This design comes from an exercise in tuning for small area on the open sky130 flow, not from production work. Where RTL was checked, it was by simulation tests only, not by an equivalence proof against the original.

==> v32 <==
## keccak_squeeze
module keccak_squeeze
#(
    parameter int OUT_WORDS = 40
) (
    input  logic                clk,
    input  logic                rst_n,
    input  logic                start,
    input  logic [STATE_W-1:0]  state_in,
    output logic                perm_req,
    input  logic                perm_done,
    output logic [LANE_W-1:0]   dout,
    output logic                dout_valid,
    input  logic                dout_ready,
    output logic                dout_last,
    output logic                busy,
    output logic                done
);
==> module keccak_squeeze, before the edit <==
module keccak_squeeze
#(
    parameter int OUT_WORDS = 40
) (
    input  logic                clk,
    input  logic                rst_n,
    input  logic                start,
    input  logic [STATE_W-1:0]  state_in,
    output logic                perm_req,
    input  logic                perm_done,
    output logic [LANE_W-1:0]   dout,
    output logic                dout_valid,
    input  logic                dout_ready,
    output logic                dout_last,
    output logic                busy,
    output logic                done
);
    localparam int LAST_BLK = (OUT_WORDS - 1) / RATE_WORDS;
    localparam int LAST_WRD = (OUT_WORDS - 1) % RATE_WORDS;
    localparam int BLK_W    = (LAST_BLK < 2) ? 1 : (LAST_BLK < 4) ? 2 : (LAST_BLK < 8) ? 3 : 4;
    logic [RATE-1:0]       rate_vec;
    logic [RATE-1:0]       buf_q;
    logic [RATE_WORDS-1:0] sel_q;
    logic [BLK_W-1:0]      blk_q;
    logic                  busy_q, wait_q, perm_req_q, done_q;
    logic                  cap_start, cap_perm, load, handshake, last_blk, is_last;
    keccak_lane_unmap u_unmap (
        .state_in (state_in),
        .rate_out (rate_vec)
    );
    assign cap_start  = ~busy_q & start;
    assign cap_perm   = wait_q & perm_done;
    assign dout_valid = busy_q & ~wait_q;
    assign handshake  = dout_valid & dout_ready;
    assign last_blk   = (blk_q == BLK_W'(LAST_BLK));
    assign is_last    = sel_q[LAST_WRD] & last_blk;
    assign dout_last  = is_last;
    assign busy       = busy_q;
    assign perm_req   = perm_req_q;
    assign done       = done_q;
    always_comb begin
        dout = '0;
        for (int i = 0; i < RATE_WORDS; i++)
            dout = dout | (buf_q[i*LANE_W +: LANE_W] & {LANE_W{sel_q[i]}});
    end
    assign load = ~busy_q | cap_perm;
    always_ff @(posedge clk) begin
        if (load) buf_q <= rate_vec;
    end
    always_ff @(posedge clk) begin
        if (cap_start)     blk_q <= '0;
        else if (cap_perm) blk_q <= blk_q + 1'b1;
    end
    always_ff @(posedge clk or negedge rst_n) begin
        if (!rst_n) begin
            sel_q      <= '0;
            busy_q     <= 1'b0;
            wait_q     <= 1'b0;
            perm_req_q <= 1'b0;
            done_q     <= 1'b0;
        end else begin
            perm_req_q <= handshake & sel_q[RATE_WORDS-1] & ~is_last;
            done_q     <= handshake & is_last;
            if (cap_start | cap_perm) begin
                sel_q <= RATE_WORDS'(1);
            end else if (handshake) begin
                sel_q <= is_last ? '0 : {sel_q[RATE_WORDS-2:0], 1'b0};
            end
            if (cap_start)
                busy_q <= 1'b1;
            else if (handshake & is_last)
                busy_q <= 1'b0;
            if (cap_perm)
                wait_q <= 1'b0;
            else if (handshake & sel_q[RATE_WORDS-1] & ~is_last)
                wait_q <= 1'b1;
        end
    end
endmodule
export LEC_CHECK = 0
export CAP_MARGIN = 5
export CORE_AREA = 4 4 1096 76
export DIE_AREA = 0 0 1100 80
export SLEW_MARGIN = 5
create_clock -name core_clock -period 6.0 [get_ports {clk}]
standard.sh (not shown) runs the stock make flow with config.mk's settings and CLKGATE_MAP_FILE= SYNTH_SCRIPT=/design/flow/synth_recipe.tcl, a recipe that flattens the netlist after the stock synthesis.
==> flow/flow/run.sh <==
#!/bin/bash
set -euo pipefail
bash standard.sh \
  "BUFFER_PORTS_ARGS=-buffer_cell sky130_fd_sc_hd__buf_1" \
  "CTS_ARGS=-sink_clustering_enable -repair_clock_nets -dont_use_dummy_load -buf_list {sky130_fd_sc_hd__clkbuf_4 sky130_fd_sc_hd__clkbuf_8}" \
  finish > standard_flow.log 2>&1
==> inputs of v36, as changes to v32 <==
--- a/flow/design.v
+++ b/flow/design.v
@@ -47,3 +47,3 @@
     localparam int LAST_WRD = (OUT_WORDS - 1) % RATE_WORDS;
-    localparam int BLK_W    = (LAST_BLK < 2) ? 1 : (LAST_BLK < 4) ? 2 : (LAST_BLK < 8) ? 3 : 4;
+    localparam int BLK_W    = (LAST_BLK > 0) ? $clog2(LAST_BLK + 1) : 1;
     logic [RATE-1:0]       rate_vec;
==> flow/run.sh (new file) <==
#!/bin/bash
# synth_recipe.tcl (not shown) runs the flow's synth.tcl, then flattens the netlist and writes it again
# the make line also repeats each setting of config.mk as NAME=value (left out here)
make -C /OpenROAD-flow-scripts/flow DESIGN_CONFIG=/design/flow/config.mk WORK_HOME=/design/flow/orfs CLKGATE_MAP_FILE= SYNTH_SCRIPT=/design/flow/synth_recipe.tcl finish
- CAP_MARGIN: 5 -> 20
- CORE_AREA: 4 4 1096 76 -> 4 4 276 276
- DIE_AREA: 0 0 1100 80 -> 0 0 280 280
- SLEW_MARGIN: 5 -> 20
removed: flow/flow/run.sh
removed: flow/standard.sh
==> inputs of v31, as changes to v32 <==
==> flow/flow/run.sh (replaced) <==
#!/bin/bash
set -euo pipefail
bash standard.sh "BUFFER_PORTS_ARGS=-buffer_cell sky130_fd_sc_hd__buf_1" finish > standard_flow.log 2>&1
- CAP_MARGIN: 5 -> 20
- SLEW_MARGIN: 5 -> 20
==> notes <==
- v31 went through all stages and came out clean. v32 completed without violations. v36 did not get past I/O pin placement (3_2_place_iop).
- In v32 the global-route usage is higher than in v31, by 0.50 points.
- Of v32 and v31, v31 has the higher first-iteration DRC count (gap about 6%, measured against v31).
- Die area is the same in v32 and v31.
- Against v31, the hold slack of v32 is lower by 180 ps.
- Sequential cell count is the same in v32 and v31.
Function not checked in v36: the RTL went through the layout flow alone.

static timing again, ports no longer ideal:
The flow's constraints put no driver on any port. The routed layouts listed below were extracted and timed again, unchanged, in two steps. Step 1 assumes that a clkbuf_16 drives the clock port and a buf_2 every other input. Step 2 moves the port delays by t, midway between the first and last clock arrival at a register: inputs arrive t later, outputs are due t later. That takes back most of the time a late clock gives input paths. a / b / c = ideal ports / drivers / drivers and shift; a / b = the first two.
run	t (ns)	setup slack, ns	clock arrival spread, ns	slew at the worst register clock pin (ns)
v32	0.969	1.327 / 1.239 / 2.208	0.093 / 0.094	0.11 / 0.11
v31	0.795	1.673 / 1.580 / 2.375	0.068 / 0.068	0.11 / 0.11
After both steps setup and hold are still met in every run listed.
